Background: an optimization exercise with open tools, aiming at small area. Do not read the settings as production practice. RTL that was checked went through simulation tests only; none was proved equivalent to the original. Power figures rest on the tool's default switching activity, not on a simulated workload.

// sad_min_search
module sad_min_search #(
   parameter int PIX_W = 8,
   parameter int LANES = 32,
   parameter int BEATS = 32,
   parameter int IDX_W = 16,
   localparam int SAD_W = PIX_W + $clog2(LANES * BEATS)
) (
   input  logic                   Bus2IP_Clk,
   input  logic                   Bus2IP_Reset,
   input  logic                   clr,
   input  logic                   in_valid,
   input  logic [PIX_W*LANES-1:0] in_face,
   input  logic [PIX_W*LANES-1:0] in_group,
   output logic                   sad_valid,
   output logic [SAD_W-1:0]       sad_out,
   output logic [IDX_W-1:0]       sad_idx,
   output logic                   best_valid,
   output logic [SAD_W-1:0]       best_sad,
   output logic [IDX_W-1:0]       best_idx
);
==> flow/config.mk <==
export PLATFORM = sky130hd
export DESIGN_NAME = sad_min_search
export DESIGN_NICKNAME = sad_min_search
export VERILOG_FILES = /design/flow/design.v
export SDC_FILE = /design/flow/constraint.sdc
export NUM_CORES = 4
export LEC_CHECK = 0
export CAP_MARGIN = 20
export CORE_MARGIN = 2
export CORE_UTILIZATION = 40
export CTS_BUF_LIST = sky130_fd_sc_hd__clkbuf_4 sky130_fd_sc_hd__clkbuf_8
export GPL_TIMING_DRIVEN = 0
export PLACE_DENSITY = 0.6
export SLEW_MARGIN = 20
export SYNTH_HIERARCHICAL = 1
export SYNTH_MINIMUM_KEEP_SIZE = 0
==> flow/constraint.sdc <==
create_clock -name core_clock -period 7.0 [get_ports {Bus2IP_Clk}]
set_input_delay 1.4000 -clock core_clock [delete_from_list [all_inputs] [get_ports {Bus2IP_Clk}]]
set_output_delay 1.4000 -clock core_clock [all_outputs]
set_load 0.01 [all_outputs]
standard.sh (not shown) runs the stock make flow with config.mk's settings and CLKGATE_MAP_FILE= SYNTH_SCRIPT=/design/flow/synth_recipe.tcl, a recipe that flattens the netlist after the stock synthesis.
==> flow/flow/run.sh <==
#!/bin/bash
# The standard layout, with three changes: synthesis buffers are removed
# before global placement (flow/pre_gpl.tcl), the port buffers that
# buffer_ports inserts are the smallest plain buffer instead of the tool's
# default pick, and clock tree synthesis adds no dummy loads.
set -euo pipefail
here=$(pwd)
bash standard.sh \
  PRE_GLOBAL_PLACE_TCL="$here/flow/pre_gpl.tcl" \
  BUFFER_PORTS_ARGS="-buffer_cell sky130_fd_sc_hd__buf_1" \
  CTS_ARGS="-sink_clustering_enable -repair_clock_nets -dont_use_dummy_load -buf_list sky130_fd_sc_hd__clkbuf_8" \
  finish > make_finish.log 2>&1
==> flow/flow/pre_gpl.tcl <==
# Before global placement: drop the buffers that synthesis inserted (the
# standard flow does the same when timing-driven placement is on); repair
# later in the flow adds back any that slew, capacitance or timing need.
remove_buffers
Edit:
--- a/flow/design.v
+++ b/flow/design.v
@@ -22,21 +22,38 @@
    localparam int NR1   = 60;
    logic kill;
    assign kill = clr | Bus2IP_Reset;
    logic [CNT_W-1:0] cnt_q;
    logic             v1_q, f1_q, l1_q, d2_q, d3_q;
    logic [NR1-1:0]   r1_q;
    logic [SAD_W-1:0] acc_q, acc_d, accg, hold_q, sum_a, sum_b;
    logic             sad_valid_q, best_valid_q;
    logic [IDX_W-1:0] cand_q, best_idx_q;
    logic [SAD_W-1:0] best_sad_q;
-   logic             take;
+   logic             take, lt_q;
+   logic [CNT_W-1:0] cnt_inc;
+   logic [IDX_W-1:0] cand_inc;
+   logic [SAD_W:0]   bw;
+   logic [CNT_W:0] cnt_cy;
+   assign cnt_cy[0] = in_valid;
+   for (genvar i = 0; i < CNT_W; i++) begin : cnt_g
+      sad_ha u_ha (.a(cnt_q[i]), .b(cnt_cy[i]), .s(cnt_inc[i]), .co(cnt_cy[i+1]));
+   end
+   logic [IDX_W:0] cand_cy;
+   assign cand_cy[0] = sad_valid_q;
+   for (genvar i = 0; i < IDX_W; i++) begin : cand_g
+      sad_ha u_ha (.a(cand_q[i]), .b(cand_cy[i]), .s(cand_inc[i]), .co(cand_cy[i+1]));
+   end
+   assign bw[0] = 1'b0;
+   for (genvar i = 0; i < SAD_W; i++) begin : cmp_g
+      sad_maj u_maj (.a(~acc_q[i]), .b(best_sad_q[i]), .c(bw[i]), .y(bw[i+1]));
+   end
    assign accg = f1_q ? '0 : acc_q;
    logic l0_d1;
    logic l0_c2;
    logic l0_s3;
    logic l0_c4;
    logic l0_s5;
    logic l0_c6;
    logic l0_s7;
    logic l0_c8;
    logic l0_s9;
@@ -2232,47 +2249,48 @@
    sad_fa u_p_s1351 (.a(b4_c1324), .b(b4_s1325), .ci(p_c1350), .s(p_s1351), .co(p_c1352));
    sad_fa u_p_s1353 (.a(b4_c1326), .b(b4_s1327), .ci(p_c1352), .s(p_s1353), .co(p_c1354));
    sad_fa u_p_s1355 (.a(b4_c1328), .b(b4_s1329), .ci(p_c1354), .s(p_s1355), .co(p_c1356));
    sad_fa u_p_s1357 (.a(b4_c1330), .b(b4_s1331), .ci(p_c1356), .s(p_s1357), .co(p_c1358));
    sad_fa u_p_s1359 (.a(b4_c1332), .b(b4_s1333), .ci(p_c1358), .s(p_s1359), .co(p_c1360));
    sad_fa u_p_s1361 (.a(b4_c1334), .b(b4_s1335), .ci(p_c1360), .s(p_s1361), .co(p_c1362));
    assign hi_sum = {{accg[17], accg[16], accg[15], accg[14], b4_c1342, b4_c1340, b4_c1338, b4_c1336}, p_c1362} + {{1'b0, 1'b0, 1'b0, 1'b0, accg[13], b4_s1341, b4_s1339, b4_s1337}, p_c1362};
    assign acc_d = {hi_sum[8:1], p_s1361, p_s1359, p_s1357, p_s1355, p_s1353, p_s1351, p_s1349, p_s1347, p_s1345, p_s1343};
    assign sum_a = {accg[17], accg[16], accg[15], accg[14], b4_c1342, b4_c1340, b4_c1338, b4_c1336, b4_c1334, b4_c1332, b4_c1330, b4_c1328, b4_c1326, b4_c1324, b4_c1322, b4_c1320, b4_c1318, b4_s1317};
    assign sum_b = {1'b0, 1'b0, 1'b0, 1'b0, accg[13], b4_s1341, b4_s1339, b4_s1337, b4_s1335, b4_s1333, b4_s1331, b4_s1329, b4_s1327, b4_s1325, b4_s1323, b4_s1321, b4_s1319, accg[0]};
-   assign take = d3_q & (!best_valid_q || (hold_q < best_sad_q));
+   assign take = d3_q & (!best_valid_q || lt_q);
    always_ff @(posedge Bus2IP_Clk) begin
       r1_q <= {a_c1224, a_c1222, a_s1223, a_c1220, a_c1218, a_c1216, a_s1221, a_s1219, a_c1202, a_s1217, a_c1200, a_c1198, a_s1215, a_s1213, a_s1201, a_s1199, a_c1152, a_s1197, a_c1150, a_c1148, a_s1195, a_s1151, a_s1149, a_c1102, a_s1147, a_c1100, a_c1098, a_s1145, a_s1101, a_s1099, a_c1052, a_s1097, a_c1050, a_c1048, a_s1095, a_s1093, a_s1051, a_c1000, a_s1049, a_c998, a_s1047, a_c996, a_c994, a_s1045, a_s1043, a_s999, a_s997, a_s995, a_s993, a_c942, a_c940, a_c938, a_s941, a_s939, a_c876, a_s937, a_s935, a_s875, a_s797, a_s795};
       f1_q <= (cnt_q == '0);
       l1_q <= (cnt_q == CNT_W'(BEATS - 1));
+      lt_q <= bw[SAD_W];
       if (v1_q) acc_q <= acc_d;
       if (d2_q) hold_q <= acc_q;
       if (!kill && take) begin
          best_sad_q <= hold_q;
          best_idx_q <= cand_q;
       end
       if (kill) begin
          cnt_q        <= '0;
          v1_q         <= 1'b0;
          d2_q         <= 1'b0;
          d3_q         <= 1'b0;
          sad_valid_q  <= 1'b0;
          best_valid_q <= 1'b0;
          cand_q       <= '0;
       end else begin
-         if (in_valid) cnt_q <= cnt_q + 1'b1;
+         cnt_q       <= cnt_inc;
          v1_q        <= in_valid;
          d2_q        <= v1_q & l1_q;
          d3_q        <= d2_q;
          sad_valid_q <= d3_q;
          if (d3_q) best_valid_q <= 1'b1;
-         if (sad_valid_q) cand_q <= cand_q + 1'b1;
+         cand_q      <= cand_inc;
       end
    end
    assign sad_valid  = sad_valid_q;
    assign sad_out    = hold_q;
    assign sad_idx    = cand_q;
    assign best_valid = best_valid_q;
    assign best_sad   = best_sad_q;
    assign best_idx   = best_idx_q;
 endmodule
 module sad_fa (
@@ -2294,10 +2312,18 @@
    assign s  = a ^ b;
    assign co = a & b;
 endmodule
 module sad_ornot (
    input  logic a,
    input  logic b,
    output logic y
 );
    assign y = a | ~b;
 endmodule
+module sad_maj (
+   input  logic a,
+   input  logic b,
+   input  logic c,
+   output logic y
+);
+   assign y = (a & b) | (a & c) | (b & c);
+endmodule
Result: Total power fell by 1.1%; sequential power barely changes; cell area fell by 1.2%; first-iteration DRC count fell by 5.9%; flip-flop and latch count rose by 1; non-clock buffer count fell by 1; clock power fell by about 2%; final cell count fell by 2.4%; count of clock-buffer cells in the layout does not change.
The RTL of the first run of this note was laid out without a check of its function.

-- afterwards: timing with drivers on the ports --
In the flow no input, the clock included, has a driving cell. The finished layouts below were timed again as built, in two steps.
Step 1 sets driving cells, clkbuf_16 on the clock port and buf_2 on the other inputs (assumed; they add their load-dependent delay and slew).
Step 2 also shifts input and output timing later by t, the mid clock arrival at the registers, as if the neighbouring blocks saw the same clock.
a / b / c = ideal ports / drivers / drivers and shift; a / b = the first two.
| run | t (ns) | setup slack, ns | latest minus earliest clock arrival (ns) |
|---|---|---|---|
| the first run | 0.478 | 0.144 / 0.168 / -0.310 | 0.048 / 0.048 |
| the second run | 0.483 | 0.167 / 0.184 / -0.298 | 0.046 / 0.045 |
With both steps, setup timing fails in the first run and the second run, where it was met with ideal ports. The setup slack of the second run, which loses most, moves by +0.017 ns with the drivers and by -0.465 ns with both steps.
